Source: an optimization exercise on an open RTL-to-GDS flow (aim: small area, a short achievable clock period and few clock cycles per item). Production flows keep margins and buffers that such runs may drop. RTL that was checked went through simulation tests only; none was proved equivalent to the original. For runs 1 to 4, only the layout was checked, not whether the RTL still works. No activity file was given, so power comes from the tool's default toggle rates.

$ cat flow/run.sh
#!/bin/bash
# synth_recipe.tcl (not shown) runs the flow's synth.tcl, then flattens the netlist and writes it again
# the make line also repeats each setting of config.mk as NAME=value (left out here)
make -C /OpenROAD-flow-scripts/flow DESIGN_CONFIG=/design/flow/config.mk WORK_HOME=/design/flow/orfs CLKGATE_MAP_FILE= SYNTH_SCRIPT=/design/flow/synth_recipe.tcl finish
$ cat flow/design.v
`default_nettype none
package lbm_pkg;
  localparam int q_dirs = 9;
endpackage
`default_nettype wire
`default_nettype none
module moment_add #(
  parameter int W = 33
) (
  input  logic [W-1:0] a,
  input  logic [W-1:0] b,
  input  logic         cin,
  output logic [W-1:0] s,
  output logic         cout
);
  localparam int N  = W + 1;
  localparam int LV = $clog2(N);
  logic [N-1:0] gi, pi;
  logic [N-1:0] g, p;
  logic [N-1:0] gn, pn;
  always_comb begin
    gi = {a & b, cin};
    pi = {a ^ b, 1'b0};
    g  = gi;
    p  = pi;
    for (int l = 1; l <= LV; l++) begin
      gn = g;
      pn = p;
      for (int i = 0; i < N; i++) begin
        if (((i + 1) % (1 << l)) == 0) begin
          gn[i] = g[i] | (p[i] & g[i - (1 << (l - 1))]);
          pn[i] = p[i] & p[i - (1 << (l - 1))];
        end
      end
      g = gn;
      p = pn;
    end
    for (int l = LV - 1; l >= 1; l--) begin
      gn = g;
      pn = p;
      for (int i = 0; i < N; i++) begin
        if (((i + 1) % (1 << l)) == (1 << (l - 1)) && i >= (1 << l)) begin
          gn[i] = g[i] | (p[i] & g[i - (1 << (l - 1))]);
          pn[i] = p[i] & p[i - (1 << (l - 1))];
        end
      end
      g = gn;
      p = pn;
    end
    s    = pi[N-1:1] ^ g[N-2:0];
    cout = g[N-1];
  end
endmodule
`default_nettype wire
`default_nettype none
module fp_divider (
  input  logic               clock_50,
  input  logic               m_idle,
  input  logic               m_abs,
  input  logic               m_step,
  input  logic               m_fin,
  input  logic               testing,    
  input  logic               first,      
  input  logic               fast,       
  input  logic               fast_next,  
  input  logic               hi_en,      
  input  logic               zero_div,
  input  logic               sa_low,     
  input  logic               sa_rem,     
  input  logic               sa_lb,      
  input  logic               sb_term,    
  input  logic               sb_rho,     
  input  logic               sb_low,     
  input  logic               acc_sub_next,
  input  logic               fin_next,
  input  logic [31:0]        term,
  input  logic signed [31:0] rho,
  output logic               fast_ok,
  output logic               neg,        
  output logic               ovf,
  output logic [31:0]        quotient
);
  logic [31:0] rem;
  logic [32:0] low;
  logic        fl;         
  logic        xr;         
  logic        mag_small;  
  logic        sgn;
  logic        hi;
  logic [32:0] op_a;
  logic [32:0] op_b;
  logic        x;
  logic [32:0] sum;
  logic        cout;
  logic        qbit;
  logic        too_big;
  logic        keep_low;
  assign neg = sgn ^ rho[31];
  assign x = xr || (m_abs && low[31]) || (m_step && fl);
  assign op_a = ({1'b0, low[31:0]} & {33{sa_low}})
              | ({rem, 1'b0}       & {33{sa_rem}})
              | ({32'b0, low[32]}  & {33{sa_lb}});
  assign op_b = (({term[31], term} & {33{sb_term}})
              |  ({rho[31], rho}   & {33{sb_rho}})
              |  (low              & {33{sb_low}})) ^ {33{x}};
  moment_add #(.W(33)) i_add (
    .a    (op_a),
    .b    (op_b),
    .cin  (x),
    .s    (sum),
    .cout (cout)
  );
  assign qbit    = ~sum[32];
  assign fast_ok = mag_small && !qbit;
  assign too_big  = hi || low[32] || (low[31] && (!neg || (low[30:0] != '0)));
  assign keep_low = !(first && fast);
  always_ff @(posedge clock_50) begin
    if (m_abs) rem <= {sum[27:0], 4'b0};
    else       rem <= sum[31:0];
    if (m_idle || (m_fin && (zero_div || too_big))) begin
      low <= '0;
    end else if (m_step) begin
      low <= {low[31:1] & {31{keep_low}}, low[0] && keep_low && !first, qbit};
    end else begin
      low <= {1'b0, sum[31:0]};
    end
    if (m_abs) fl <= !rho[31];
    else       fl <= (qbit || (testing && !fast_next)) ^ rho[31];
    xr <= (acc_sub_next || (fin_next && neg));
    if (m_abs) begin
      sgn       <= low[31];
      mag_small <= (sum[31:27] == 5'b0);
    end
    if (m_abs) hi <= 1'b0;
    else if (m_step && hi_en && qbit) hi <= 1'b1;
    if (m_idle) ovf <= 1'b0;
    else if (m_fin) ovf <= !zero_div && too_big;
  end
  assign quotient = low[31:0];
endmodule
`default_nettype wire
`default_nettype none
module lbm_moments #(
  parameter int DATA_WIDTH = 32,
  parameter int FRAC_BITS  = 24
) (
  input  logic                          clock_50,
  input  logic                          arst_n,
  input  logic                          req,
  input  logic [lbm_pkg::q_dirs*DATA_WIDTH-1:0]  fin,
  output logic                          ack,
  output logic signed [DATA_WIDTH-1:0]  rho,
  output logic signed [DATA_WIDTH-1:0]  ux,
  output logic signed [DATA_WIDTH-1:0]  uy,
  output logic                          dbz,
  output logic                          ovf_x,
  output logic                          ovf_y
);
  logic        m_idle, m_acc, m_abs, m_step, m_fin, m_ack;
  logic        n_idle, n_acc, n_abs, n_step, n_fin, n_ack;
  logic        testing, first, fast;
  logic [5:0]  cnt;
  logic        last_step;
  logic        done_fast;
  logic        sa_low, sa_rem, sa_lb, sb_rho, sb_low;
  logic        sbt_x, sbt_y;
  logic [8:1]  tsel;
  logic [8:1]  nsel;
  logic [31:0] term;
  logic [31:0] term_next;
  logic        px_en_n, px_sub_n, py_en_n, py_sub_n;
  logic [31:0] rho_r;
  logic        dbz_r;
  logic        fast_x, fast_y, fast_next;
  logic        neg_x, neg_y;
  logic        hi_en;
  logic [31:0] ux_q, uy_q;
  assign ack = m_ack;
  assign rho = rho_r;
  assign dbz = dbz_r;
  assign ux  = ux_q;
  assign uy  = uy_q;
  assign nsel = m_idle ? 8'b0000_0001 : {tsel[7:1], 1'b0};
  always_comb begin
    term_next = '0;
    for (int i = 1; i <= 8; i++) begin
      term_next = term_next | (fin[32*i +: 32] & {32{nsel[i]}});
    end
  end
  assign px_en_n  = nsel[1] | nsel[3] | nsel[5] | nsel[6] | nsel[7] | nsel[8];
  assign px_sub_n = nsel[3] | nsel[6] | nsel[7];
  assign py_en_n  = nsel[2] | nsel[4] | nsel[5] | nsel[6] | nsel[7] | nsel[8];
  assign py_sub_n = nsel[4] | nsel[7] | nsel[8];
  assign fast_next = fast_x && fast_y;
  assign last_step = !testing && (fast ? (cnt == 6'd19) : (cnt == 6'd56));
  assign done_fast = fast && !neg_x && !neg_y;
  assign hi_en     = !fast && !testing && (cnt <= 6'd23);
  always_comb begin
    n_idle = m_idle && !req || m_ack && !req;
    n_acc  = m_idle && req || m_acc && !tsel[8];
    n_abs  = m_acc && tsel[8];
    n_step = m_abs || m_step && !last_step;
    n_fin  = m_step && last_step && !done_fast;
    n_ack  = m_step && last_step && done_fast || m_fin || m_ack && req;
  end
  fp_divider div_ux (
    .clock_50     (clock_50),
    .m_idle       (m_idle),
    .m_abs        (m_abs),
    .m_step       (m_step),
    .m_fin        (m_fin),
    .testing      (testing),
    .first        (first),
    .fast         (fast),
    .fast_next    (fast_next),
    .hi_en        (hi_en),
    .zero_div     (dbz_r),
    .sa_low       (sa_low),
    .sa_rem       (sa_rem),
    .sa_lb        (sa_lb),
    .sb_term      (sbt_x),
    .sb_rho       (sb_rho),
    .sb_low       (sb_low),
    .acc_sub_next (n_acc && px_sub_n),
    .fin_next     (n_fin),
    .term         (term),
    .rho          (rho_r),
    .fast_ok      (fast_x),
    .neg          (neg_x),
    .ovf          (ovf_x),
    .quotient     (ux_q)
  );
  fp_divider div_uy (
    .clock_50     (clock_50),
    .m_idle       (m_idle),
    .m_abs        (m_abs),
    .m_step       (m_step),
    .m_fin        (m_fin),
    .testing      (testing),
    .first        (first),
    .fast         (fast),
    .fast_next    (fast_next),
    .hi_en        (hi_en),
    .zero_div     (dbz_r),
    .sa_low       (sa_low),
    .sa_rem       (sa_rem),
    .sa_lb        (sa_lb),
    .sb_term      (sbt_y),
    .sb_rho       (sb_rho),
    .sb_low       (sb_low),
    .acc_sub_next (n_acc && py_sub_n),
    .fin_next     (n_fin),
    .term         (term),
    .rho          (rho_r),
    .fast_ok      (fast_y),
    .neg          (neg_y),
    .ovf          (ovf_y),
    .quotient     (uy_q)
  );
  always_ff @(posedge clock_50) begin
    if (m_idle) rho_r <= fin[0 +: 32];
    else        rho_r <= rho_r + term;
    term <= term_next;
    tsel <= nsel;
    if (m_abs) dbz_r <= (rho_r == '0);
    if (m_abs) cnt <= '0;
    else       cnt <= cnt + 6'd1;
    testing <= m_abs;
    first   <= testing;
    if (testing) fast <= fast_next;
    sa_low <= n_acc;
    sa_rem <= n_step && (!testing || fast_next);
    sa_lb  <= n_step && (!testing || !fast_next);
    sb_rho <= n_step;
    sb_low <= n_abs || n_fin || n_ack;
    sbt_x  <= n_acc && px_en_n;
    sbt_y  <= n_acc && py_en_n;
  end
  always_ff @(posedge clock_50 or negedge arst_n) begin
    if (!arst_n) begin
      m_idle <= 1'b1;
      m_acc  <= 1'b0;
      m_abs  <= 1'b0;
      m_step <= 1'b0;
      m_fin  <= 1'b0;
      m_ack  <= 1'b0;
    end else begin
      m_idle <= n_idle;
      m_acc  <= n_acc;
      m_abs  <= n_abs;
      m_step <= n_step;
      m_fin  <= n_fin;
      m_ack  <= n_ack;
    end
  end
endmodule
`default_nettype wire
$ cat flow/config.mk
export PLATFORM = sky130hd
export DESIGN_NAME = lbm_moments
export DESIGN_NICKNAME = lbm_moments
export VERILOG_FILES = /design/flow/design.v
export SDC_FILE = /design/flow/constraint.sdc
export NUM_CORES = 4
export LEC_CHECK = 0
export ABC_CLOCK_PERIOD_IN_PS = 3000
export CAP_MARGIN = 20
export CORE_MARGIN = 2
export CORE_UTILIZATION = 40
export SETUP_SLACK_MARGIN = 5
export SLEW_MARGIN = 20
$ cat flow/constraint.sdc
create_clock -name core_clock -period 8.0 [get_ports {clock_50}]
set_input_delay 1.6000 -clock core_clock [delete_from_list [all_inputs] [get_ports {clock_50}]]
set_output_delay 1.6000 -clock core_clock [all_outputs]
set_load 0.01 [all_outputs]
==> summary.md, run 1 <==
| Metric | Value |
|---|---|
| Compound-cell area share of the yosys netlist | 27.1% |
| Drt drc | 0 |
| Async SR Flop Fraction | 2.53% |
| Grt met1 use | 45.1% |
| Initial Util | 40.3% |
| Final wirelength | 75900 um |
| CTS tree | yes |
| Die width | 201 um |
| Final Wtd Congestion | 0.963 |
| Slew headroom | 14.2% |
| Initial antenna violation count | 5 |
| Post-synthesis cell count | 1756 |
| Skew-Pair Late Insertion Delay | 0.57 ns |
| Core area | 38500 um2 |
| Worst Path Arrival | 5.40 ns |
| Die height | 201 um |
| Routed wire length per instance | 28.2 um |
| Worst path buffer plus inverter count | 3 |
| Kind of critical path | flop to flop |
| Setup Skew | 0.0217 ns |
| CTS Buf Count | 27 |
| Outcome | complete, no violations |
| Synthesized-area fraction occupied by adder cells | 11.7% |
| Worst setup EP type | flop |
| Count of cell types in the netlist | 66 |
| Grt met3 use | 9.48% |
| Static Leak | 9.21 nW |
| ANT nets after route | 0 |
| Xor/xnor share of the synthesized area | 7.52% |
| Number of max-cap violations | 0 |
| H-tree Lvls | 1 |
| Clock-pin slew on the worst setup and hold paths | 0.07 ns |
| Final period util | 61.3% |
| Worst setup margin | 3.10 ns |
| Via/cell ratio | 6.13 |
| First-pass GRT wire length | 108000 um |
| Gr busiest metal | met2 |
| Ports | 391 |
| DR pass1 iterations | 10 |
| Vias in the first global route | 16300 |
| # clock sinks | 237 |
| Root buffer cell | clkbuf_16 |
| Final HPWL from detailed placement | 53400 um |
| CP max FO | 5 |
| Synth Area in Simple Gates | 11.8% |
| Post-synthesis sequential area ratio | 31.2% |
| Non-Filler Instances | 2690 |
| Peak supply drop | 0.000299 V |
| Port Buffers | 390 |
| Area contributors post-synth | dfxtp_1 29%, ha_1 7.4%, xor2_1 5.5% |
| Slowest stage delay, CP | 0.52 ns |
| Global route overflow | 0 |
| Area growth syn-to-layout | 47.0% |
| Rows | 72 |
| Setup TNS | 0 ns |
| Fmax | 204 MHz |
| RSZ-0062 raised after global routing | true |
| GRT Util Overall | 35.9% |
| Fin. max-slew vios | 0 |
| HP Class | flop to flop |
| Critical path, cell by cell | a221oi_4, buf_4, buf_12, buf_4, xor2_1, ha_2, a21o_1, a21o_1, a21oi_2, nor2b_1, a21oi_1, o21ai_2, o41a_1, a41oi_2, a21oi_2, fa_2, xor2_2, xnor2_2, xnor2_2, or3_4, a21o_1, nor2_1, xnor2_1 |
| Top_reg_cell synth | dfxtp_1 |
| CP most frequent cell | a21o_1 |
| Mapped Area | 15500 um2 |
| CP delay by family, top | compound AO/OA/AOI/OAI gates |
| Slew at the pin closest to its max-slew limit | 1.29 ns |
| Max clock buf depth | 3 |
| Cell total after placement | 2515 |
| Top cell type's share of synthesized area | 29.1% |
| Yosys top cell by area | dfxtp_1 |
| Cell at the slowest stage of the critical path | dfrtp_4 |
| Die footprint | 40300 um2 |
| Largest net degree at the start of global routing | 86 |
| Post-synth EDFFs | 6 |
| Cts hold-fix bufs | 0 |
| Mux cell area share after synthesis | 3.01% |
| Final hold vios | 0 |
| # setup viols final | 0 |
| Grt met2 use | 58.8% |
| Flops & latches, synth | 237 |
| Drt initial violations | 1911 |
| Hold_ws | 0.461 ns |
| Syn Nets | 2172 |
| Min Tclk post-route | 4.90 ns |
| Setup slack after placement | 1.81 ns |
| WP data required | 8.50 ns |
| Syn. warnings | 3 |
| Largest family of logic cells by synthesized area | compound AO/OA/AOI/OAI gates |
| Power Density | 545 nW/um2 |
| Syn avg cell area | 8.82 um2 |
| Fraction of final layout cells with drive strength greater than 1 | 22.9% |
| CP Launch Type | flop |
| Via count | 16500 |
| Final nets | 2566 |
## registers in the layout, summed over array words and instances (netlist names), 6 cells and up
| register | count |
|---|---|
| div_uy.low | 33 |
| div_uy.rem | 32 |
| term | 32 |
| tsel | 8 |
| div_ux.rem | 32 |
| div_ux.low | 33 |
| cnt | 6 |
| rho_r | 32 |
## synth_stat cells (11+ instances only)
cell	n
buf_4	64
fa_1	33
a21o_1	27
nand2b_1	14
a22o_1	96
o21ai_0	67
nor2b_1	21
a222oi_1	62
xor2_1	97
clkbuf_1	92
a22oi_1	91
mux2i_1	32
a221oi_1	34
nand2_1	72
mux2_2	13
dfxtp_1	225
nor4_1	24
nand3_1	51
nand4_1	11
nor3_1	19
inv_1	75
a21oi_1	125
buf_1	17
nor2_1	160
xnor2_1	36
ha_1	92
## final cells by class
cell class	instances	area, um2
sequential	237	5070
multi-input combinational	1269	10600
fill	3460	15700
antenna	2	5.00
inverter	76	285
clock buffer	39	793
tap	518	648
timing repair buffer	539	5230
clock inverter	10	135
## kinds of logic (layout without fill, tap and decap cells)
logic type	count (synthesis)	in the layout
XOR/XNOR	133	133
other	0	2
multiplexers	45	45
flip-flops	237	237
buffers and inverters	251	664
adder cells (fa/ha/maj)	125	125
AND/OR/NAND/NOR	398	398
AO/OA/AOI/OAI	567	568
## worst reg2reg max path, stage by stage, from the launching register on
cell and delay, ns:
dfrtp_4 0.52, a221oi_4 0.35, buf_4 0.18, buf_12 0.13, buf_4 0.16, xor2_1 0.10, ha_2 0.24, a21o_1 0.18
a21o_1 0.18, a21oi_2 0.17, nor2b_1 0.09, a21oi_1 0.15, o21ai_2 0.09, o41a_1 0.35, a41oi_2 0.18, a21oi_2 0.09
fa_2 0.36, xor2_2 0.18, xnor2_2 0.16, xnor2_2 0.17, or3_4 0.34, a21o_1 0.20, nor2_1 0.15, xnor2_1 0.12
## placed cells by master (no fill, tap or decap), types with 12 or more instances in the layout
master / instances
a21o_1: 27
a21oi_1: 95
a21oi_2: 30
a221oi_1: 33
a222oi_1: 62
a22o_1: 96
a22oi_1: 80
buf_4: 102
buf_6: 34
clkbuf_16: 31
clkdlybuf4s50_1: 290
dfxtp_1: 124
dfxtp_2: 64
dfxtp_4: 37
dlygate4sd2_1: 92
fa_2: 29
ha_1: 79
inv_1: 71
mux2_2: 12
mux2i_1: 32
nand2_1: 70
nand2b_1: 12
nand3_1: 51
nor2_1: 153
nor2b_1: 13
nor3_1: 17
nor4_1: 24
o21ai_0: 52
xnor2_1: 24
xor2_1: 65
xor2_2: 21
## final timing paths
check	start	endpoint	slack, ns	depth (start not counted)
min reg2reg	testing$_DFF_P_	first$_DFF_P_	0.46	0
max in group asynchronous	arst_n	m_abs$_DFF_PN0_	6.29	1
min in group asynchronous	arst_n	m_step$_DFF_PN0_	1.35	1
max	m_abs$_DFF_PN0_	div_uy.fl$_DFF_P_	3.10	23
max reg2reg	m_abs$_DFF_PN0_	div_uy.fl$_DFF_P_	3.10	23
min	testing$_DFF_P_	first$_DFF_P_	0.46	0
## metrics by stage
step | power [mW] | area (um2) | util (%)
2_1_floorplan | 6.89 | 15900 | -
3_3_place_gp | 9.04 | 19700 | 51.2
3_5_place_dp | 9.13 | 19700 | 51.2
4_1_cts | 11.6 | 22100 | 57.4
5_1_grt | 13.1 | 22800 | 59.2
6_report | 12.4 | 22800 | 59.2
## metal layers
metal / part of all wire (%) / wire length (um)
met1: 39 / 29600
met2: 46 / 35200
met3: 10 / 7680
met4: 4.5 / 3400
met5: 0.062 / 47
## power breakdown
group	switching (mW)	internal, mW
registers	0.943	1.91
clock network	0.542	0.786
logic	4.27	3.96
## repair_timing
action,in CTS,in global routing
setup buffers,91,29
gates resized for setup,357,79
pin swaps,74,51
endpoints found under the setup margin,249,139
cloned,1,3
==> run 2, diff against run 1 <==
==> flow/flow/run.sh (new file) <==
#!/bin/bash
set -e
cp standard.sh standard.sh.txt
export BUFFER_PORTS_ARGS="-buffer_cell sky130_fd_sc_hd__buf_1"
bash standard.sh > standard.log 2>&1
==> flow/standard.sh (new file) <==
#!/bin/bash
# synth_recipe.tcl (not shown) runs the flow's synth.tcl, then flattens the netlist and writes it again
# the make line also repeats each setting of config.mk as NAME=value (left out here)
make -C /OpenROAD-flow-scripts/flow DESIGN_CONFIG=/design/flow/config.mk WORK_HOME=/design/flow/orfs CLKGATE_MAP_FILE= SYNTH_SCRIPT=/design/flow/synth_recipe.tcl "${@:-finish}"
removed: flow/run.sh
==> run 2 against run 1 <==
  * Highest routed layer is now met4
  * Combinational power shrank 3.3%
  * Synthesized area is the same
  * Clock power down 5%
==> summary.md, run 2 <==
| Metric | Value |
|---|---|
| Outcome | complete, no violations (unchanged) |
| Post-synthesis cell count | 1756 (unchanged) |
| Count leader, synth | dfxtp_1 (unchanged) |
| Initial Util | 40.3% (unchanged) |
| # clock sinks | 237 (unchanged) |
| Min Tclk post-route | 4.93 ns (was 4.90 ns) |
| Critical path, cell by cell | buf_12, buf_6, a222oi_1, xor2_2, ha_1, a21o_1, a21o_1, a21oi_1, o21ai_1, a21oi_2, o21ai_4, o41a_1, a41oi_2, a21oi_2, fa_2, xor2_2, xnor2_2, xnor2_2, or3_4, a21o_1, nor2_2, xnor2_1 (was a221oi_4, buf_4, buf_12, buf_4, xor2_1, ha_2, a21o_1, a21o_1, a21oi_2, nor2b_1, a21oi_1, o21ai_2, o41a_1, a41oi_2, a21oi_2, fa_2, xor2_2, xnor2_2, xnor2_2, or3_4, a21o_1, nor2_1, xnor2_1) |
| Commonest non-fill, non-tap cells in the layout | 390 x buf_1, 194 x dfxtp_1, 148 x nor2_1, 96 x a22o_1, 95 x a21oi_1 (was 290 x clkdlybuf4s50_1, 153 x nor2_1, 124 x dfxtp_1, 102 x buf_4, 96 x a22o_1) |
| Count of cell types in the netlist | 66 (unchanged) |
| Area contributors post-synth | dfxtp_1 29%, ha_1 7.4%, xor2_1 5.5% (unchanged) |
| Post-synth EDFFs | 6 (unchanged) |
| Die width | 201 um (unchanged) |
| First-pass GRT wire length | 104000 um (was 108000 um) |
| CP most frequent cell | a21o_1 (unchanged) |
| Async SR Flop Fraction | 2.53% (unchanged) |
| CTS Buf Count | 28 (was 27) |
| Syn. warnings | 3 (unchanged) |
| Die height | 201 um (unchanged) |
| Via/cell ratio | 6.15 (was 6.13) |
| Top_reg_cell synth | dfxtp_1 (unchanged) |
| Cts hold-fix bufs | 0 (unchanged) |
| CP max FO | 29 (was 5) |
| Post-synthesis sequential area ratio | 31.2% (unchanged) |
| Setup TNS | 0 ns (unchanged) |
| Peak supply drop | 0.000258 V (was 0.000299 V) |
| Syn Nets | 2172 (unchanged) |
| Rows | 72 (unchanged) |
| Number of max-cap violations | 0 (unchanged) |
| Largest family of logic cells by synthesized area | compound AO/OA/AOI/OAI gates (unchanged) |
| Hold_ws | 0.454 ns (was 0.461 ns) |
| H-tree Lvls | 1 (unchanged) |
| Final HPWL from detailed placement | 51400 um (was 53400 um) |
| Core area | 38500 um2 (unchanged) |
| Setup Skew | 0.0136 ns (was 0.0217 ns) |
| Kind of critical path | flop to flop (unchanged) |
| Slowest stage delay, CP | 0.51 ns (was 0.52 ns) |
| RSZ-0062 raised after global routing | true (unchanged) |
| Clock-pin slew on the worst setup and hold paths | 0.06 ns (was 0.07 ns) |
| CTS tree | yes (unchanged) |
| Synthesized-area fraction occupied by adder cells | 11.7% (unchanged) |
| Initial antenna violation count | 2 (was 5) |
| Flops & latches, synth | 237 (unchanged) |
| Worst Path Arrival | 5.39 ns (was 5.40 ns) |
| Xor/xnor share of the synthesized area | 7.52% (unchanged) |
| Via count | 16500 (about the same) |
| Port Buffers | 390 (unchanged) |
| Drt initial violations | 1977 (was 1911) |
| HP Class | flop to flop (unchanged) |
| Global route overflow | 0 (unchanged) |
| Syn avg cell area | 8.82 um2 (unchanged) |
| Leading cell type in the layout, fill and taps excluded | buf_1 (was clkdlybuf4s50_1) |
| Worst setup EP type | flop (unchanged) |
| Final Wtd Congestion | 0.964 (was 0.963) |
| Util after Layout | 52.7% (was 59.2%) |
| Compound-cell area share of the yosys netlist | 27.1% (unchanged) |
| Slew at the pin closest to its max-slew limit | 1.15 ns (was 1.29 ns) |
| Slew headroom | 23.4% (was 14.2%) |
| Top cell type's share of synthesized area | 29.1% (unchanged) |
| Largest net degree at the start of global routing | 89 (was 86) |
| Power Density | 594 nW/um2 (was 545 nW/um2) |
| DR pass1 iterations | 8 (was 10) |
| Routed wire length per instance | 26.9 um (was 28.2 um) |
| # setup viols final | 0 (unchanged) |
| ANT nets after route | 0 (unchanged) |
| Max clock buf depth | 3 (unchanged) |
| Final nets | 2559 (was 2566) |
| Area growth syn-to-layout | 30.8% (was 47.0%) |
| Skew-Pair Late Insertion Delay | 0.58 ns (was 0.57 ns) |
| Vias in the first global route | 16000 (was 16300) |
| Mux cell area share after synthesis | 3.01% (unchanged) |
| Fraction of final layout cells with drive strength greater than 1 | 19.8% (was 22.9%) |
| Final wirelength | 72300 um (was 75900 um) |
| Die footprint | 40300 um2 (unchanged) |
| Static Leak | 7.90 nW (was 9.21 nW) |
| Post-synth top cells | 225 x dfxtp_1, 160 x nor2_1, 125 x a21oi_1, 97 x xor2_1, 96 x a22o_1 (unchanged) |
| Final period util | 61.6% (was 61.3%) |
| Drt drc | 0 (unchanged) |
| GRT Util Overall | 34.3% (was 35.9%) |
| Synth Area in Simple Gates | 11.8% (unchanged) |
| WP data required | 8.46 ns (was 8.50 ns) |
| Mapped Area | 15500 um2 (unchanged) |
| Ports | 391 (unchanged) |
| Yosys top cell by area | dfxtp_1 (unchanged) |
| CP Launch Type | flop (unchanged) |
| Final hold vios | 0 (unchanged) |
| Regs by FF count | div_ux.low: 33 flops, div_uy.low: 33 flops (unchanged) |
| Fin. max-slew vios | 0 (unchanged) |
| Cell at the slowest stage of the critical path | a222oi_1 (was dfrtp_4) |
| Fmax | 203 MHz (was 204 MHz) |
| Root buffer cell | clkbuf_16 (unchanged) |
-- run 2: cell families (layout without fill, tap and decap cells) --
group,Yosys count,after routing
xor gates and xnor gates,133,133
buffers and inverters,251,656
muxes,45,45
other,0,6
adders and majority gates,125,125
and+or+nand+nor,398,398
DFF,237,237
AOI/OAI and AO/OA,567,568
-- run 2: per-layer routing --
metal,up-vias,wire [um],part of all wire [%],global-route usage [%]
met5,-,0,0,0
met4,0,3320,4.6,14.0
met3,169,6970,9.6,6.98
met2,963,32400,45,54.3
met1,8171,29600,41,45.7
li1,7221,-,-,-
-- run 2: critical path: cells and delay by family (launching register included) --
family,cells,cell delay (ns)
buf+inv,2,0.32
simple gates,2,0.50
fa+ha+maj,2,0.66
flops,1,0.35
compound gates,11,2.25
xor+xnor,5,0.70
-- run 2: per-stage QoR --
step | setup WS, ns | area, um2 | cells | total power [mW]
2_1_floorplan | 3.22 | 15900 | 1756 | 6.89
3_3_place_gp | 2.11 | 17200 | 2511 | 8.61
3_5_place_dp | 1.92 | 17200 | 2511 | 8.70
4_1_cts | 3.13 | 19400 | 2639 | 11.1
5_1_grt | 2.87 | 20300 | 2681 | 12.7
6_report | 3.07 | 20300 | 2686 | 12.0
-- run 2: what timing repair did --
item / CTS / global route
endpoints found under the setup margin: 166 / 140
pin swaps: 81 / 69
buffers inserted: 78 / 40
gates resized for setup: 150 / 94
gates cloned: 1 / 1
-- run 2: final cells by class --
type / count / area (um2)
Inverter: 76 / 285
Clock inverter: 12 / 104
Antenna cell: 6 / 15.0
Fill cell: 3632 / 18200
Clock buffer: 37 / 786
Sequential cell: 237 / 4900
Tap cell: 518 / 648
Multi-Input combinational cell: 1269 / 10700
Timing Repair Buffer: 531 / 2820
-- run 2: path summary, 6_finish.rpt --
path / startpoint / to / slack (ns) / depth (start not counted)
worst min register to register: testing$_DFF_P_ / first$_DFF_P_ / 0.45 / 0
max in group asynchronous: arst_n / m_step$_DFF_PN0_ / 6.57 / 1
worst max register to register: sb_rho$_DFF_P_ / div_ux.fl$_DFF_P_ / 3.07 / 22
worst min-delay path: testing$_DFF_P_ / first$_DFF_P_ / 0.45 / 0
min in group asynchronous: arst_n / m_abs$_DFF_PN0_ / 0.99 / 1
worst max-delay path: sb_rho$_DFF_P_ / div_ux.fl$_DFF_P_ / 3.07 / 22
-- run 2: power breakdown --
part	switching (mW)	internal (mW)	leakage, nW
clock	0.539	0.721	0.446
combinational	4.22	3.74	5.44
sequential	0.984	1.83	2.01
==> run 3, diff against run 2 <==
--- a/flow/design.v
+++ b/flow/design.v
@@ -60,13 +60,9 @@
   input  logic               m_step,
   input  logic               m_fin,
-  input  logic               testing,    
-  input  logic               first,      
-  input  logic               fast,       
-  input  logic               fast_next,  
+  input  logic               full,       
   input  logic               hi_en,      
   input  logic               zero_div,
   input  logic               sa_low,     
-  input  logic               sa_rem,     
-  input  logic               sa_lb,      
+  input  logic               sa_step,    
   input  logic               sb_term,    
   input  logic               sb_rho,     
@@ -76,5 +72,5 @@
   input  logic [31:0]        term,
   input  logic signed [31:0] rho,
-  output logic               fast_ok,
+  output logic               short_ok,   
   output logic               neg,        
   output logic               ovf,
@@ -88,4 +84,5 @@
   logic        sgn;
   logic        hi;
+  logic        r_ovf;      
   logic [32:0] op_a;
   logic [32:0] op_b;
@@ -95,10 +92,8 @@
   logic        qbit;
   logic        too_big;
-  logic        keep_low;
   assign neg = sgn ^ rho[31];
   assign x = xr || (m_abs && low[31]) || (m_step && fl);
   assign op_a = ({1'b0, low[31:0]} & {33{sa_low}})
-              | ({rem, 1'b0}       & {33{sa_rem}})
-              | ({32'b0, low[32]}  & {33{sa_lb}});
+              | ({rem, low[32]}    & {33{sa_step}});
   assign op_b = (({term[31], term} & {33{sb_term}})
               |  ({rho[31], rho}   & {33{sb_rho}})
@@ -111,25 +106,26 @@
     .cout (cout)
   );
-  assign qbit    = ~sum[32];
-  assign fast_ok = mag_small && !qbit;
+  assign qbit     = ~sum[32];
+  assign short_ok = mag_small && !r_ovf && (low[17:0] != '1);
   assign too_big  = hi || low[32] || (low[31] && (!neg || (low[30:0] != '0)));
-  assign keep_low = !(first && fast);
   always_ff @(posedge clock_50) begin
-    if (m_abs) rem <= {sum[27:0], 4'b0};
+    if (m_abs) rem <= full ? 32'b0 : {sum[26:0], 5'b0};
     else       rem <= sum[31:0];
-    if (m_idle || (m_fin && (zero_div || too_big))) begin
+    if (m_idle || (m_abs && !full) || (m_fin && (zero_div || too_big))) begin
       low <= '0;
     end else if (m_step) begin
-      low <= {low[31:1] & {31{keep_low}}, low[0] && keep_low && !first, qbit};
+      low <= {low[31:0], qbit};
     end else begin
       low <= {1'b0, sum[31:0]};
     end
     if (m_abs) fl <= !rho[31];
-    else       fl <= (qbit || (testing && !fast_next)) ^ rho[31];
+    else       fl <= qbit ^ rho[31];
     xr <= (acc_sub_next || (fin_next && neg));
     if (m_abs) begin
       sgn       <= low[31];
-      mag_small <= (sum[31:27] == 5'b0);
-    end
+      mag_small <= (sum[31:26] == 6'b0);
+    end
+    if (m_abs) r_ovf <= 1'b0;
+    else if (m_step && (sum[32] != sum[31])) r_ovf <= 1'b1;
     if (m_abs) hi <= 1'b0;
     else if (m_step && hi_en && qbit) hi <= 1'b1;
@@ -159,9 +155,10 @@
   logic        m_idle, m_acc, m_abs, m_step, m_fin, m_ack;
   logic        n_idle, n_acc, n_abs, n_step, n_fin, n_ack;
-  logic        testing, first, fast;
+  logic        full;
   logic [5:0]  cnt;
   logic        last_step;
-  logic        done_fast;
-  logic        sa_low, sa_rem, sa_lb, sb_rho, sb_low;
+  logic        redo;
+  logic        done_pos;
+  logic        sa_low, sa_step, sb_rho, sb_low;
   logic        sbt_x, sbt_y;
   logic [8:1]  tsel;
@@ -172,5 +169,5 @@
   logic [31:0] rho_r;
   logic        dbz_r;
-  logic        fast_x, fast_y, fast_next;
+  logic        ok_x, ok_y;
   logic        neg_x, neg_y;
   logic        hi_en;
@@ -192,15 +189,15 @@
   assign py_en_n  = nsel[2] | nsel[4] | nsel[5] | nsel[6] | nsel[7] | nsel[8];
   assign py_sub_n = nsel[4] | nsel[7] | nsel[8];
-  assign fast_next = fast_x && fast_y;
-  assign last_step = !testing && (fast ? (cnt == 6'd19) : (cnt == 6'd56));
-  assign done_fast = fast && !neg_x && !neg_y;
-  assign hi_en     = !fast && !testing && (cnt <= 6'd23);
+  assign last_step = full ? (cnt == 6'd57) : (cnt == 6'd19);
+  assign redo      = !full && !(ok_x && ok_y);
+  assign done_pos  = !full && !neg_x && !neg_y;
+  assign hi_en     = full && (cnt <= 6'd24);
   always_comb begin
-    n_idle = m_idle && !req || m_ack && !req;
+    n_idle = m_idle && !req || m_ack && !req || m_step && last_step && redo;
     n_acc  = m_idle && req || m_acc && !tsel[8];
     n_abs  = m_acc && tsel[8];
     n_step = m_abs || m_step && !last_step;
-    n_fin  = m_step && last_step && !done_fast;
-    n_ack  = m_step && last_step && done_fast || m_fin || m_ack && req;
+    n_fin  = m_step && last_step && !redo && !done_pos;
+    n_ack  = m_step && last_step && !redo && done_pos || m_fin || m_ack && req;
   end
   fp_divider div_ux (
@@ -210,13 +207,9 @@
     .m_step       (m_step),
     .m_fin        (m_fin),
-    .testing      (testing),
-    .first        (first),
-    .fast         (fast),
-    .fast_next    (fast_next),
+    .full         (full),
     .hi_en        (hi_en),
     .zero_div     (dbz_r),
     .sa_low       (sa_low),
-    .sa_rem       (sa_rem),
-    .sa_lb        (sa_lb),
+    .sa_step      (sa_step),
     .sb_term      (sbt_x),
     .sb_rho       (sb_rho),
@@ -226,5 +219,5 @@
     .term         (term),
     .rho          (rho_r),
-    .fast_ok      (fast_x),
+    .short_ok     (ok_x),
     .neg          (neg_x),
     .ovf          (ovf_x),
@@ -237,13 +230,9 @@
     .m_step       (m_step),
     .m_fin        (m_fin),
-    .testing      (testing),
-    .first        (first),
-    .fast         (fast),
-    .fast_next    (fast_next),
+    .full         (full),
     .hi_en        (hi_en),
     .zero_div     (dbz_r),
     .sa_low       (sa_low),
-    .sa_rem       (sa_rem),
-    .sa_lb        (sa_lb),
+    .sa_step      (sa_step),
     .sb_term      (sbt_y),
     .sb_rho       (sb_rho),
@@ -253,5 +242,5 @@
     .term         (term),
     .rho          (rho_r),
-    .fast_ok      (fast_y),
+    .short_ok     (ok_y),
     .neg          (neg_y),
     .ovf          (ovf_y),
@@ -264,16 +253,12 @@
     tsel <= nsel;
     if (m_abs) dbz_r <= (rho_r == '0);
-    if (m_abs) cnt <= '0;
+    if (m_abs) cnt <= 6'd1;
     else       cnt <= cnt + 6'd1;
-    testing <= m_abs;
-    first   <= testing;
-    if (testing) fast <= fast_next;
-    sa_low <= n_acc;
-    sa_rem <= n_step && (!testing || fast_next);
-    sa_lb  <= n_step && (!testing || !fast_next);
-    sb_rho <= n_step;
-    sb_low <= n_abs || n_fin || n_ack;
-    sbt_x  <= n_acc && px_en_n;
-    sbt_y  <= n_acc && py_en_n;
+    sa_low  <= n_acc;
+    sa_step <= n_step;
+    sb_rho  <= n_step;
+    sb_low  <= n_abs || n_fin || n_ack;
+    sbt_x   <= n_acc && px_en_n;
+    sbt_y   <= n_acc && py_en_n;
   end
   always_ff @(posedge clock_50 or negedge arst_n) begin
@@ -285,4 +270,5 @@
       m_fin  <= 1'b0;
       m_ack  <= 1'b0;
+      full   <= 1'b0;
     end else begin
       m_idle <= n_idle;
@@ -292,4 +278,5 @@
       m_fin  <= n_fin;
       m_ack  <= n_ack;
+      if (m_step && last_step) full <= redo;
     end
   end
==> run 3 against run 2 <==
  * Still clean on timing, DRC and antenna
  * Cell count rose by 1.3%
  * Critical path depth down 4
  * First-iteration DRC count fell by 4.1%
==> summary.md, run 3 <==
| Metric | Value |
|---|---|
| Post-synthesis cell count | 1794 (was 1756) |
| Largest net degree at the start of global routing | 97 (was 89) |
| # clock sinks | 235 (was 237) |
| Commonest non-fill, non-tap cells in the layout | 390 x buf_1, 200 x dfxtp_1, 169 x nor2_1, 100 x a21oi_1, 95 x a22o_1 (was 390 x buf_1, 194 x dfxtp_1, 148 x nor2_1, 96 x a22o_1, 95 x a21oi_1) |
| Drt drc | 0 (unchanged) |
| WP data required | 8.45 ns (was 8.46 ns) |
| Setup TNS | 0 ns (unchanged) |
| Regs by FF count | div_ux.low: 33 flops, div_uy.low: 33 flops (unchanged) |
| Syn avg cell area | 8.59 um2 (was 8.82 um2) |
| Mapped Area | 15400 um2 (was 15500 um2) |
| Post-synth EDFFs | 5 (was 6) |
| Power Density | 628 nW/um2 (was 594 nW/um2) |
| CP most frequent cell | xnor2_2 (was a21o_1) |
| Via count | 16700 (was 16500) |
| # setup viols final | 0 (unchanged) |
| Worst setup EP type | flop (unchanged) |
| Area contributors post-synth | dfxtp_1 29%, ha_1 7.6%, xor2_1 6.1% (was dfxtp_1 29%, ha_1 7.4%, xor2_1 5.5%) |
| HP Class | flop to flop (unchanged) |
| Drt initial violations | 1896 (was 1977) |
| Hold_ws | 0.435 ns (was 0.454 ns) |
| Final wirelength | 73500 um (was 72300 um) |
| Ports | 391 (unchanged) |
| Final Wtd Congestion | 0.996 (was 0.964) |
| Post-synth top cells | 223 x dfxtp_1, 179 x nor2_1, 122 x a21oi_1, 107 x xor2_1, 96 x clkbuf_1 (was 225 x dfxtp_1, 160 x nor2_1, 125 x a21oi_1, 97 x xor2_1, 96 x a22o_1) |
| Async SR Flop Fraction | 2.98% (was 2.53%) |
| Slew headroom | 25.0% (was 23.4%) |
| GRT Util Overall | 34.7% (was 34.3%) |
| Initial antenna violation count | 7 (was 2) |
| Cts hold-fix bufs | 0 (unchanged) |
| Cell at the slowest stage of the critical path | a222oi_1 (unchanged) |
| CTS tree | yes (unchanged) |
| Count leader, synth | dfxtp_1 (unchanged) |
| Worst Path Arrival | 4.87 ns (was 5.39 ns) |
| Fill cell count | 3623 (was 3632) |
| RSZ-0062 raised after global routing | true (unchanged) |
| Final HPWL from detailed placement | 53900 um (was 51400 um) |
| CP max FO | 6 (was 29) |
| Number of max-cap violations | 0 (unchanged) |
| Rows | 71 (was 72) |
| Count of cell types in the netlist | 63 (was 66) |
| H-tree Lvls | 1 (unchanged) |
| Port Buffers | 390 (unchanged) |
| Slowest stage delay, CP | 0.73 ns (was 0.51 ns) |
| Die footprint | 40100 um2 (was 40300 um2) |
| Critical path, cell by cell | buf_12, a222oi_1, xor2_4, ha_4, nand4_1, nor2_2, a31oi_4, nor4_2, a211o_1, a41oi_2, a211o_1, fa_2, xnor2_2, xnor2_2, xnor2_2, buf_4, nor2_4, xnor2_2 (was buf_12, buf_6, a222oi_1, xor2_2, ha_1, a21o_1, a21o_1, a21oi_1, o21ai_1, a21oi_2, o21ai_4, o41a_1, a41oi_2, a21oi_2, fa_2, xor2_2, xnor2_2, xnor2_2, or3_4, a21o_1, nor2_2, xnor2_1) |
| CTS Buf Count | 27 (was 28) |
| Initial Util | 40.7% (was 40.3%) |
| Syn. warnings | 3 (unchanged) |
| Slew at the pin closest to its max-slew limit | 1.12 ns (was 1.15 ns) |
| Setup Skew | 0.0174 ns (was 0.0136 ns) |
| Fin. max-slew vios | 0 (unchanged) |
| ANT nets after route | 0 (unchanged) |
| Outcome | complete, no violations (unchanged) |
| Root buffer cell | clkbuf_16 (unchanged) |
| Skew-Pair Late Insertion Delay | 0.57 ns (was 0.58 ns) |
| Max clock buf depth | 3 (unchanged) |
| Final nets | 2601 (was 2559) |
| Via/cell ratio | 6.13 (was 6.15) |
| Leading cell type in the layout, fill and taps excluded | buf_1 (unchanged) |
| Die height | 200 um (was 201 um) |
| Fmax | 226 MHz (was 203 MHz) |
| Clock-pin slew on the worst setup and hold paths | 0.06 ns (about the same) |
| CP Launch Type | flop (unchanged) |
| Vias in the first global route | 16000 (about the same) |
| Syn Nets | 2211 (was 2172) |
| Final hold vios | 0 (unchanged) |
| Global route overflow | 0 (unchanged) |
| Peak supply drop | 0.000260 V (was 0.000258 V) |
| Routed wire length per instance | 27.0 um (was 26.9 um) |
| First-pass GRT wire length | 105000 um (was 104000 um) |
| Area growth syn-to-layout | 31.3% (was 30.8%) |
| Yosys top cell by area | dfxtp_1 (unchanged) |
| Top cell type's share of synthesized area | 29.0% (was 29.1%) |
| Min Tclk post-route | 4.43 ns (was 4.93 ns) |
| Core area | 37800 um2 (was 38500 um2) |
| Top_reg_cell synth | dfxtp_1 (unchanged) |
| DR pass1 iterations | 10 (was 8) |
| Flops & latches, synth | 235 (was 237) |
| Post-synthesis sequential area ratio | 31.1% (was 31.2%) |
| Kind of critical path | flop to flop (unchanged) |
| Die width | 200 um (was 201 um) |
| Fraction of final layout cells with drive strength greater than 1 | 18.5% (was 19.8%) |
| Static Leak | 8.10 nW (was 7.90 nW) |
| Final period util | 55.3% (was 61.6%) |
[run 3: cell count changes in the layout (fill, tap and decap cells not counted), moves of 8 or more]
| cell | before | now |
|---|---|---|
| o21ai_0 | 51 | 59 |
| a22oi_2 | 11 | 0 |
| a21o_1 | 27 | 42 |
| nand4_1 | 11 | 25 |
| mux2i_1 | 31 | 7 |
| nand2_1 | 70 | 83 |
| o22ai_1 | 2 | 44 |
| xor2_2 | 20 | 34 |
| inv_1 | 71 | 79 |
| a22oi_1 | 80 | 69 |
| nor2_1 | 148 | 169 |
| a21oi_2 | 27 | 19 |
[run 3: kinds of logic after synthesis]
group / after synthesis / synth area share, %
AOI/OAI and AO/OA: 596 / 28.1
adders and majority gates: 126 / 11.8
muxes: 10 / 0.674
buffers and inverters: 269 / 8.14
and+or+nand+nor: 423 / 12.5
DFF: 235 / 31.1
xor gates and xnor gates: 135 / 7.67
[run 3: routing by layer]
layer	vias to the layer above	track usage (%)	share of wire, %
met5	-	0	0
met4	0	20.8	7.0
met3	240	5.40	7.9
met2	967	58.9	48
met1	8110	41.5	37
li1	7345	-	-
[run 3: area by class of cell]
class	count	area [um2]	area share (%)
diodes	6	15.0	0.0742
clock buffers	40	816	4.03
clock inverters	8	148	0.729
inverters	88	330	1.63
multi-input cells	1290	10400	51.5
flip-flops and latches	235	4840	23.9
well taps	511	639	3.16
repair buffers	542	3020	14.9
[run 3: report_power, final]
part	total [mW]	switching [mW]	internal, mW
sequential	2.87	1.02	1.85
clock	1.37	0.534	0.831
combinational	8.48	4.54	3.94
total	12.7	6.09	6.62
[run 3: stage by stage]
stage	power, mW	instances	instance area [um2]	worst slack [ns]	util (%)
floorplan	7.24	1794	15700	3.85	-
global placement	9.03	2535	17000	2.59	44.9
detailed placement	9.12	2535	17000	2.57	44.9
CTS	12.0	2678	19600	3.67	51.8
global route	13.5	2720	20200	3.41	53.5
finish	12.7	2720	20200	3.57	53.5
[run 3: worst max-delay path: cells and delay by family, from the launching register on]
family                   cells  cell delay (ns)
AO/OA/AOI/OAI                5             1.46
XOR/XNOR                     5             0.87
adder cells (fa/ha/maj)      2             0.71
buffers and inverters        2             0.32
flip-flops                   1             0.39
AND/OR/NAND/NOR              4             0.55
[run 3: path summary, 6_finish.rpt]
check / from / to / slack (ns) / cells after the start
worst max-delay path: sb_low$_DFF_P_ / div_uy.fl$_DFF_P_ / 3.57 / 18
worst min-delay path: cnt[0]$_SDFF_PP1_ / cnt[0]$_SDFF_PP1_ / 0.44 / 1
worst max register to register: sb_low$_DFF_P_ / div_uy.fl$_DFF_P_ / 3.57 / 18
worst min register to register: cnt[0]$_SDFF_PP1_ / cnt[0]$_SDFF_PP1_ / 0.44 / 1
max in group asynchronous: arst_n / m_step$_DFF_PN0_ / 6.67 / 1
min in group asynchronous: arst_n / m_ack$_DFF_PN0_ / 0.96 / 1
[run 3: timing repair]
action | CTS | global route
endpoints found under the setup margin | 136 | 138
gates cloned | 7 | 2
resized for setup | 158 | 80
pin swaps | 89 | 69
buffers inserted | 88 | 34
==> run 4, diff against run 3 <==
--- a/flow/design.v
+++ b/flow/design.v
@@ -16,7 +16,5 @@
   localparam int N  = W + 1;
   localparam int LV = $clog2(N);
-  logic [N-1:0] gi, pi;
-  logic [N-1:0] g, p;
-  logic [N-1:0] gn, pn;
+  logic [N-1:0] gi, pi, g, p, gn, pn;
   always_comb begin
     gi = {a & b, cin};
@@ -24,23 +22,11 @@
     g  = gi;
     p  = pi;
-    for (int l = 1; l <= LV; l++) begin
+    for (int l = 0; l < LV; l++) begin
       gn = g;
       pn = p;
       for (int i = 0; i < N; i++) begin
-        if (((i + 1) % (1 << l)) == 0) begin
-          gn[i] = g[i] | (p[i] & g[i - (1 << (l - 1))]);
-          pn[i] = p[i] & p[i - (1 << (l - 1))];
-        end
-      end
-      g = gn;
-      p = pn;
-    end
-    for (int l = LV - 1; l >= 1; l--) begin
-      gn = g;
-      pn = p;
-      for (int i = 0; i < N; i++) begin
-        if (((i + 1) % (1 << l)) == (1 << (l - 1)) && i >= (1 << l)) begin
-          gn[i] = g[i] | (p[i] & g[i - (1 << (l - 1))]);
-          pn[i] = p[i] & p[i - (1 << (l - 1))];
+        if (i >= (1 << l)) begin
+          gn[i] = g[i] | (p[i] & g[i - (1 << l)]);
+          pn[i] = p[i] & p[i - (1 << l)];
         end
       end
@@ -60,4 +46,8 @@
   input  logic               m_step,
   input  logic               m_fin,
+  input  logic               n_acc,      
+  input  logic               n_abs,
+  input  logic               n_step,
+  input  logic               n_fin,
   input  logic               full,       
   input  logic               hi_en,      
@@ -68,6 +58,5 @@
   input  logic               sb_rho,     
   input  logic               sb_low,     
-  input  logic               acc_sub_next,
-  input  logic               fin_next,
+  input  logic               acc_sub_next,  
   input  logic [31:0]        term,
   input  logic signed [31:0] rho,
@@ -79,6 +68,5 @@
   logic [31:0] rem;
   logic [32:0] low;
-  logic        fl;         
-  logic        xr;         
+  logic        x;          
   logic        mag_small;  
   logic        sgn;
@@ -87,5 +75,4 @@
   logic [32:0] op_a;
   logic [32:0] op_b;
-  logic        x;
   logic [32:0] sum;
   logic        cout;
@@ -93,5 +80,4 @@
   logic        too_big;
   assign neg = sgn ^ rho[31];
-  assign x = xr || (m_abs && low[31]) || (m_step && fl);
   assign op_a = ({1'b0, low[31:0]} & {33{sa_low}})
               | ({rem, low[32]}    & {33{sa_step}});
@@ -119,10 +105,11 @@
       low <= {1'b0, sum[31:0]};
     end
-    if (m_abs) fl <= !rho[31];
-    else       fl <= qbit ^ rho[31];
-    xr <= (acc_sub_next || (fin_next && neg));
+    x <= (n_acc && acc_sub_next)
+      || (n_abs && sum[31])
+      || (n_step && (m_abs ? !rho[31] : qbit ^ rho[31]))
+      || (n_fin && neg);
     if (m_abs) begin
       sgn       <= low[31];
-      mag_small <= (sum[31:26] == 6'b0);
+      mag_small <= (low[31:26] == 6'b0) || (low[31:25] == 7'h7f);
     end
     if (m_abs) r_ovf <= 1'b0;
@@ -207,4 +194,8 @@
     .m_step       (m_step),
     .m_fin        (m_fin),
+    .n_acc        (n_acc),
+    .n_abs        (n_abs),
+    .n_step       (n_step),
+    .n_fin        (n_fin),
     .full         (full),
     .hi_en        (hi_en),
@@ -215,6 +206,5 @@
     .sb_rho       (sb_rho),
     .sb_low       (sb_low),
-    .acc_sub_next (n_acc && px_sub_n),
-    .fin_next     (n_fin),
+    .acc_sub_next (px_sub_n),
     .term         (term),
     .rho          (rho_r),
@@ -230,4 +220,8 @@
     .m_step       (m_step),
     .m_fin        (m_fin),
+    .n_acc        (n_acc),
+    .n_abs        (n_abs),
+    .n_step       (n_step),
+    .n_fin        (n_fin),
     .full         (full),
     .hi_en        (hi_en),
@@ -238,6 +232,5 @@
     .sb_rho       (sb_rho),
     .sb_low       (sb_low),
-    .acc_sub_next (n_acc && py_sub_n),
-    .fin_next     (n_fin),
+    .acc_sub_next (py_sub_n),
     .term         (term),
     .rho          (rho_r),
==> run 4 against run 3 <==
  * Non-clock buffer count grew 44
  * Utilization grew 1.8 points
  * Still clean on timing, DRC and antenna
  * Die area grew 6.3%
==> summary.md, run 4 <==
| Metric | Value |
|---|---|
| Outcome | complete, no violations (unchanged) |
| CP max FO | 8 (was 6) |
| Initial antenna violation count | 7 (unchanged) |
| Fraction of final layout cells with drive strength greater than 1 | 22.0% (was 18.5%) |
| # setup viols final | 0 (unchanged) |
| Reg2reg end | div_ux.x$_DFF_P_ (was div_uy.fl$_DFF_P_) |
| Post-synthesis sequential area ratio | 29.0% (was 31.1%) |
| Initial Util | 40.3% (was 40.7%) |
| Die height | 206 um (was 200 um) |
| Clock-pin slew on the worst setup and hold paths | 0.06 ns (about the same) |
| CTS Buf Count | 28 (was 27) |
| Port Buffers | 390 (unchanged) |
| R2R Setup Slk | 4.32 ns (was 3.57 ns) |
| Clock Power Share | 10.3% (was 10.7%) |
| Slowest stage delay, CP | 0.42 ns (was 0.73 ns) |
| Final hold vios | 0 (unchanged) |
| Flops & latches, synth | 233 (was 235) |
| Rows | 74 (was 71) |
| Drt initial violations | 2224 (was 1896) |
| Yosys top cell by area | dfxtp_1 (unchanged) |
| Number of max-cap violations | 0 (unchanged) |
| CP delay by family, top | compound AO/OA/AOI/OAI gates (unchanged) |
| Syn avg cell area | 8.22 um2 (was 8.59 um2) |
| HP Class | flop to flop (unchanged) |
| Setup TNS | 0 ns (unchanged) |
| Core area | 40600 um2 (was 37800 um2) |
| ANT nets after route | 0 (unchanged) |
| Skew-Pair Late Insertion Delay | 0.58 ns (was 0.57 ns) |
| Grt met2 use | 64.9% (was 58.9%) |
| Area growth syn-to-layout | 37.0% (was 31.3%) |
| Critical Path Start | sa_step$_DFF_P_ (was sb_low$_DFF_P_) |
| Grt met1 use | 46.5% (was 41.5%) |
| DP Area | 18000 um2 (was 17000 um2) |
| First-pass GRT wire length | 123000 um (was 105000 um) |
| Routed wire length per instance | 29.7 um (was 27.0 um) |
| CP endpoint | div_ux.x$_DFF_P_ (was div_uy.fl$_DFF_P_) |
| Drt drc | 0 (unchanged) |
| Worst Path Arrival | 4.15 ns (was 4.87 ns) |
| Top_reg_cell synth | dfxtp_1 (unchanged) |
| Async SR Flop Fraction | 3.00% (was 2.98%) |
| Final period util | 45.9% (was 55.3%) |
| R2R Path Start | sa_step$_DFF_P_ (was sb_low$_DFF_P_) |
| WP data required | 8.47 ns (was 8.45 ns) |
| Leading cell type in the layout, fill and taps excluded | buf_1 (unchanged) |
| Root buffer cell | clkbuf_16 (unchanged) |
| Worst path buffer plus inverter count | 2 (unchanged) |
| Min Tclk post-route | 3.68 ns (was 4.43 ns) |
| Slew at the pin closest to its max-slew limit | 1.13 ns (was 1.12 ns) |
| DR pass1 iterations | 13 (was 10) |
| Max clock buf depth | 3 (unchanged) |
| Cell at the slowest stage of the critical path | dfxtp_4 (was a222oi_1) |
| Die width | 206 um (was 200 um) |
| Cts hold-fix bufs | 0 (unchanged) |
| CTS tree | yes (unchanged) |
| Switching power total | 6.56 mW (was 6.09 mW) |
| Final Power | 13.4 mW (was 12.7 mW) |
| Ports | 391 (unchanged) |
| Kind of critical path | flop to flop (unchanged) |
| Post-synthesis cell count | 1996 (was 1794) |
| Cell total after placement | 2742 (was 2535) |
| Worst reg-to-reg path cell count | 14 (was 18) |
| Util after Layout | 55.3% (was 53.5%) |
| Grt met3 use | 7.00% (was 5.40%) |
| Count leader, synth | dfxtp_1 (unchanged) |
| RSZ-0062 raised after global routing | true (unchanged) |
| Fmax | 272 MHz (was 226 MHz) |
| Fin. max-slew vios | 0 (unchanged) |
| Top cell type's share of synthesized area | 27.0% (was 29.0%) |
| Gr busiest metal | met2 (unchanged) |
| Flop pwr share | 21.5% (was 22.6%) |
| Slew headroom | 24.8% (was 25.0%) |
| Post-synth top cells | 221 x dfxtp_1, 162 x nor2_1, 139 x nand2_1, 133 x a21oi_1, 115 x xnor2_1 (was 223 x dfxtp_1, 179 x nor2_1, 122 x a21oi_1, 107 x xor2_1, 96 x clkbuf_1) |
| Global route overflow | 0 (unchanged) |
| Largest net degree at the start of global routing | 78 (was 97) |
| Logic pwr share | 68.3% (was 66.7%) |
| Power Density | 596 nW/um2 (was 628 nW/um2) |
| Regs by FF count | div_ux.low: 33 flops, div_uy.low: 33 flops (unchanged) |
| Via/cell ratio | 6.46 (was 6.13) |
| Sw Ratio | 49.0% (was 47.9%) |
| H-tree Lvls | 1 (unchanged) |
| GRT Util Overall | 39.6% (was 34.7%) |
| Syn Nets | 2385 (was 2211) |
| CP most frequent cell | a211oi_2 (was xnor2_2) |
| Area contributors post-synth | dfxtp_1 27%, ha_1 7.4%, xnor2_1 6.1% (was dfxtp_1 29%, ha_1 7.6%, xor2_1 6.1%) |
| Critical path, cell by cell | buf_12, a222oi_1, xnor2_1, ha_1, and3_4, o211a_4, nand4_1, a211oi_2, o211ai_1, buf_4, a211oi_2, a211oi_4, or3b_4, o2111ai_1 (was buf_12, a222oi_1, xor2_4, ha_4, nand4_1, nor2_2, a31oi_4, nor4_2, a211o_1, a41oi_2, a211o_1, fa_2, xnor2_2, xnor2_2, xnor2_2, buf_4, nor2_4, xnor2_2) |
| Commonest non-fill, non-tap cells in the layout | 390 x buf_1, 188 x dfxtp_1, 150 x nor2_1, 129 x buf_4, 126 x nand2_1 (was 390 x buf_1, 200 x dfxtp_1, 169 x nor2_1, 100 x a21oi_1, 95 x a22o_1) |
| Worst setup EP type | flop (unchanged) |
| Count of cell types in the netlist | 76 (was 63) |
| Stages on worst setup path | 14 (was 18) |
| Power Internal | 6.82 mW (was 6.62 mW) |
| Setup Skew | 0.0332 ns (was 0.0174 ns) |
| Syn. warnings | 3 (unchanged) |
| # clock sinks | 233 (was 235) |
| Post-synth EDFFs | 5 (unchanged) |
| Static Leak | 8.70 nW (was 8.10 nW) |
| Mapped Area | 16400 um2 (was 15400 um2) |
| CP Launch Type | flop (unchanged) |
| Final instance area | 22500 um2 (was 20200 um2) |
| Final Wtd Congestion | 1.00 (was 0.996) |
| Final HPWL from detailed placement | 62800 um (was 53900 um) |
| Final nets | 2806 (was 2601) |
| Vias in the first global route | 18300 (was 16000) |
| Die footprint | 42600 um2 (was 40100 um2) |
| Final wirelength | 88300 um (was 73500 um) |
| Non-Filler Instances | 2976 (was 2720) |
| Via count | 19200 (was 16700) |
| Peak supply drop | 0.000238 V (was 0.000260 V) |
-- run 4: cell types whose count changed after synthesis, moves of 22 or more --
cell,before,now
xnor2_1,28,115
xor2_1,107,42
inv_1,88,31
fa_1,33,1
nand2_1,84,139
o21a_1,4,33
o21ai_0,68,90
-- run 4: cell type report --
type,count,area (um2)
Tap cell,532,666
Clock buffer,39,845
Clock inverter,13,150
Fill cell,3767,18200
Timing Repair Buffer,586,3490
Inverter,33,128
Multi-Input combinational cell,1535,12400
Antenna cell,5,12.5
Sequential cell,233,4820
-- run 4: worst min path at each step --
stage	from	end	slack (ns)	depth (start not counted)
after floorplan	cnt[0]$_SDFF_PP1_	cnt[0]$_SDFF_PP1_	0.40	1
after global placement	cnt[0]$_SDFF_PP1_	cnt[0]$_SDFF_PP1_	0.42	1
after detailed placement	cnt[0]$_SDFF_PP1_	cnt[0]$_SDFF_PP1_	0.43	1
after CTS	cnt[0]$_SDFF_PP1_	cnt[0]$_SDFF_PP1_	0.44	1
after global routing	cnt[0]$_SDFF_PP1_	cnt[0]$_SDFF_PP1_	0.46	1
final	cnt[0]$_SDFF_PP1_	cnt[0]$_SDFF_PP1_	0.44	1
-- run 4: per-stage QoR --
step	hold WS [ns]	setup slack [ns]
2_1_floorplan	0.400	4.49
3_3_place_gp	0.422	3.86
3_5_place_dp	0.429	3.78
4_1_cts	0.443	4.41
5_1_grt	0.464	4.23
6_report	0.439	4.32
-- run 4: power groups by stage --
stage,Combinational [mW],Sequential (mW),Clock (mW)
floorplan,5.01,2.20,0
global placement,6.26,2.84,0
detailed placement,6.30,2.84,0
CTS,7.84,2.79,1.38
global route,9.73,2.87,1.43
finish,9.14,2.87,1.37
-- run 4: kinds of logic (layout without fill, tap and decap cells) --
| kind of cell | Yosys count | in the layout | share of synthesized area (%) |
|---|---|---|---|
| flip-flops | 233 | 233 | 29.0 |
| other | 0 | 5 | 0 |
| AND/OR/NAND/NOR | 534 | 534 | 15.4 |
| adder cells (fa/ha/maj) | 98 | 98 | 7.52 |
| multiplexers | 8 | 8 | 0.519 |
| XOR/XNOR | 157 | 157 | 8.39 |
| AO/OA/AOI/OAI | 738 | 738 | 32.5 |
| buffers and inverters | 228 | 671 | 6.69 |
-- run 4: metal layers --
layer / up-vias / wire (um)
li1: 8398 / -
met1: 9309 / 31800
met2: 1193 / 40900
met3: 321 / 8090
met4: 2 / 7450
met5: - / 13
-- run 4: what timing repair did --
action / in CTS / in global routing
setup endpoints to repair: 149 / 131
pin swaps: 136 / 142
resized for setup: 233 / 156
setup buffers: 96 / 70
cloned: 7 / 4
==> run 5, diff against run 4 <==
--- a/flow/design.v
+++ b/flow/design.v
@@ -38,4 +38,51 @@
   end
 endmodule
+module moment_add_bk #(
+  parameter int W = 33
+) (
+  input  logic [W-1:0] a,
+  input  logic [W-1:0] b,
+  input  logic         cin,
+  output logic [W-1:0] s,
+  output logic         cout
+);
+  localparam int N  = W + 1;
+  localparam int LV = $clog2(N);
+  logic [N-1:0] gi, pi;
+  logic [N-1:0] g, p;
+  logic [N-1:0] gn, pn;
+  always_comb begin
+    gi = {a & b, cin};
+    pi = {a ^ b, 1'b0};
+    g  = gi;
+    p  = pi;
+    for (int l = 1; l <= LV; l++) begin
+      gn = g;
+      pn = p;
+      for (int i = 0; i < N; i++) begin
+        if (((i + 1) % (1 << l)) == 0) begin
+          gn[i] = g[i] | (p[i] & g[i - (1 << (l - 1))]);
+          pn[i] = p[i] & p[i - (1 << (l - 1))];
+        end
+      end
+      g = gn;
+      p = pn;
+    end
+    for (int l = LV - 1; l >= 1; l--) begin
+      gn = g;
+      pn = p;
+      for (int i = 0; i < N; i++) begin
+        if (((i + 1) % (1 << l)) == (1 << (l - 1)) && i >= (1 << l)) begin
+          gn[i] = g[i] | (p[i] & g[i - (1 << (l - 1))]);
+          pn[i] = p[i] & p[i - (1 << (l - 1))];
+        end
+      end
+      g = gn;
+      p = pn;
+    end
+    s    = pi[N-1:1] ^ g[N-2:0];
+    cout = g[N-1];
+  end
+endmodule
 `default_nettype wire
 `default_nettype none
@@ -160,4 +207,5 @@
   logic        hi_en;
   logic [31:0] ux_q, uy_q;
+  logic [31:0] rho_sum;
   assign ack = m_ack;
   assign rho = rho_r;
@@ -240,7 +288,14 @@
     .quotient     (uy_q)
   );
+  moment_add_bk #(.W(32)) i_rho_add (
+    .a    (rho_r),
+    .b    (term),
+    .cin  (1'b0),
+    .s    (rho_sum),
+    .cout ()
+  );
   always_ff @(posedge clock_50) begin
     if (m_idle) rho_r <= fin[0 +: 32];
-    else        rho_r <= rho_r + term;
+    else        rho_r <= rho_sum;
     term <= term_next;
     tsel <= nsel;
--- a/flow/config.mk
+++ b/flow/config.mk
@@ -12,2 +12,3 @@
 export SETUP_SLACK_MARGIN = 5
 export SLEW_MARGIN = 20
+export TNS_END_PERCENT = 20
==> run 5 against run 4 <==
  * Combinational power down 24%
  * Global-route usage down 5.8 points
  * Routed wire length down 18%
  * First-iteration DRC count down 27%
  * Sequential cell count unchanged
  * Critical path depth up 1
  * Critical endpoint unchanged
  * Largest power group unchanged
  * Highest routed layer is now met4
==> summary.md, run 5 <==
| Metric | Value |
|---|---|
| Outcome | complete, no violations (unchanged) |
| Post-synthesis cell count | 1833 (was 1996) |
| Post-synth top cells | 221 x dfxtp_1, 144 x nor2_1, 124 x a21oi_1, 115 x xnor2_1, 104 x clkbuf_1 (was 221 x dfxtp_1, 162 x nor2_1, 139 x nand2_1, 133 x a21oi_1, 115 x xnor2_1) |
| Fill cell count | 3714 (was 3767) |
| Routed wire length per instance | 26.7 um (was 29.7 um) |
| Clock Power Share | 13.0% (was 10.3%) |
| Mapped Area | 15800 um2 (was 16400 um2) |
| HP Class | flop to flop (unchanged) |
| Fraction of final layout cells with drive strength greater than 1 | 15.7% (was 22.0%) |
| Final wirelength | 72300 um (was 88300 um) |
| Footprint of the multi-input gates | 10900 um2 (was 12400 um2) |
| Die footprint | 41000 um2 (was 42600 um2) |
| Grt met3 use | 5.35% (was 7.00%) |
| Top cell type's share of synthesized area | 28.1% (was 27.0%) |
| Kind of critical path | flop to flop (unchanged) |
| Flops & latches, synth | 233 (unchanged) |
| Via/cell ratio | 6.28 (was 6.46) |
| Worst reg-to-reg path cell count | 15 (was 14) |
| Top_reg_cell synth | dfxtp_1 (unchanged) |
| Fmax | 268 MHz (was 272 MHz) |
| Grt met1 use | 43.0% (was 46.5%) |
| Power Density | 558 nW/um2 (was 596 nW/um2) |
| Area growth syn-to-layout | 27.6% (was 37.0%) |
| Syn avg cell area | 8.60 um2 (was 8.22 um2) |
| Ports | 391 (unchanged) |
| Setup Skew | 0.0385 ns (was 0.0332 ns) |
| Drt drc | 0 (unchanged) |
| Final Power | 11.2 mW (was 13.4 mW) |
| CTS tree | yes (unchanged) |
| Port Buffers | 390 (unchanged) |
| Count leader, synth | dfxtp_1 (unchanged) |
| # setup viols final | 0 (unchanged) |
| Leading cell type in the layout, fill and taps excluded | buf_1 (unchanged) |
| Final Wtd Congestion | 0.942 (was 1.00) |
| Flop pwr share | 24.9% (was 21.5%) |
| Setup slack after placement | 3.25 ns (was 3.78 ns) |
| Reg area | 4800 um2 (was 4820 um2) |
| Die height | 202 um (was 206 um) |
| Initial antenna violation count | 3 (was 7) |
| Via count | 17000 (was 19200) |
| CP Launch Type | flop (unchanged) |
| Async SR Flop Fraction | 3.00% (unchanged) |
| Cts hold-fix bufs | 0 (unchanged) |
| Vias in the first global route | 16600 (was 18300) |
| Max clock buf depth | 3 (unchanged) |
| GRT Util Overall | 33.7% (was 39.6%) |
| Regs by FF count | div_ux.low: 33 flops, div_uy.low: 33 flops (unchanged) |
| ANT nets after route | 0 (unchanged) |
| Root buffer cell | clkbuf_16 (unchanged) |
[run 5: cell types whose count changed in the layout (fill, tap and decap cells not counted), sizes merged, moves of 14 or more]
cell / previous run / this run
buf: 581 / 494
o21a: 33 / 15
fa: 1 / 15
o21ai: 90 / 62
nor2: 162 / 144
nand2: 139 / 100
[run 5: area by class of cell]
| cell class | instances | share of cell area, % |
|---|---|---|
| Timing Repair Buffer | 499 | 13.0 |
| Tap cell | 518 | 3.22 |
| Sequential cell | 233 | 23.9 |
| Multi-Input combinational cell | 1382 | 54.1 |
| Clock inverter | 16 | 1.35 |
| Antenna cell | 3 | 0.0373 |
| Inverter | 28 | 0.523 |
| Clock buffer | 34 | 3.85 |
[run 5: critical path, stage by stage, from the launching register on]
cell       delay (ns)
dfxtp_4          0.39
buf_12           0.16
a222oi_1         0.40
xnor2_1          0.14
ha_1             0.36
a21o_1           0.21
buf_4            0.15
a21oi_4          0.13
o2111ai_2        0.16
nand3_2          0.17
a21oi_4          0.08
a211o_1          0.34
a21oi_2          0.19
xor2_2           0.24
nor2_1           0.07
or4_1            0.39
[run 5: layer usage]
| layer | part of all wire (%) | up-vias |
|---|---|---|
| li1 | - | 7611 |
| met1 | 39 | 8148 |
| met2 | 46 | 1031 |
| met3 | 9.1 | 249 |
| met4 | 6.3 | 0 |
| met5 | 0 | - |
[run 5: power groups by stage]
stage,clock network [mW],registers [mW],logic [mW]
after global routing,1.52,2.83,7.57
after global placement,0,2.82,5.52
final,1.46,2.80,6.98
after detailed placement,0,2.82,5.59
after floorplan,0,2.21,4.50
after CTS,1.47,2.75,6.41
[run 5: kinds of logic (layout without fill, tap and decap cells)]
group,count (synthesis),count (layout),synth area share (%)
buffers and inverters,218,577,6.78
other,0,3,0
muxes,17,17,1.21
xor gates and xnor gates,155,155,8.66
adders and majority gates,112,112,9.61
DFF,233,233,30.1
and+or+nand+nor,442,442,13.4
AOI/OAI and AO/OA,656,656,30.2
[run 5: metrics by stage]
step / cell area (um2) / hold WS [ns] / cells
2_1_floorplan: 16000 / 0.424 / 1833
3_3_place_gp: 17200 / 0.454 / 2568
3_5_place_dp: 17200 / 0.463 / 2568
4_1_cts: 19400 / 0.478 / 2683
5_1_grt: 20100 / 0.505 / 2713
6_report: 20100 / 0.478 / 2713
[run 5: worst min path at each step]
stage                              to  slack [ns]  depth (start not counted)                    from
6_report            cnt[0]$_SDFF_PP1_        0.48                          1       cnt[0]$_SDFF_PP1_
5_1_grt             cnt[0]$_SDFF_PP1_        0.50                          1       cnt[0]$_SDFF_PP1_
3_5_place_dp   div_uy.hi$_SDFFE_PP0P_        0.46                          2  div_uy.hi$_SDFFE_PP0P_
3_3_place_gp   div_uy.hi$_SDFFE_PP0P_        0.45                          2  div_uy.hi$_SDFFE_PP0P_
4_1_cts             cnt[0]$_SDFF_PP1_        0.48                          1       cnt[0]$_SDFF_PP1_
2_1_floorplan         tsel[1]$_DFF_P_        0.42                          0        m_idle$_DFF_PN1_
[run 5: timing repair]
item,CTS,global route
setup buffers,60,24
resized for setup,104,97
gates cloned,5,3
pin swaps,103,84
setup endpoints to repair,157,142
Testbench counts of run 5, summed over its fixed seeds: cycles 11,803, items 384.

## port drivers added, routing unchanged
How much do the figures lean on ideal ports? The routed layouts below were timed once more, with nothing changed but the port constraints.
Step 1: set_driving_cell puts a clkbuf_16 on clock_50 and a buf_2 on each other input, an assumption about the parent block.
Step 2, shift: input delay + t, output delay - t, t = (earliest + latest rising clock arrival at the registers) / 2. This alone moves slack from input paths to output paths.
Three values: ideal ports, drivers, drivers and shift; two values: the first two.
run	shift t [ns]	slack for setup (ns)
run 1	0.613	3.097 / 3.097 / 3.097
run 2	0.629	3.072 / 3.072 / 3.072
run 3	0.615	3.574 / 3.574 / 3.574
run 4	0.627	4.325 / 4.325 / 4.325
run 5	0.615	4.265 / 4.265 / 4.265
After both steps every run listed still meets setup and hold.
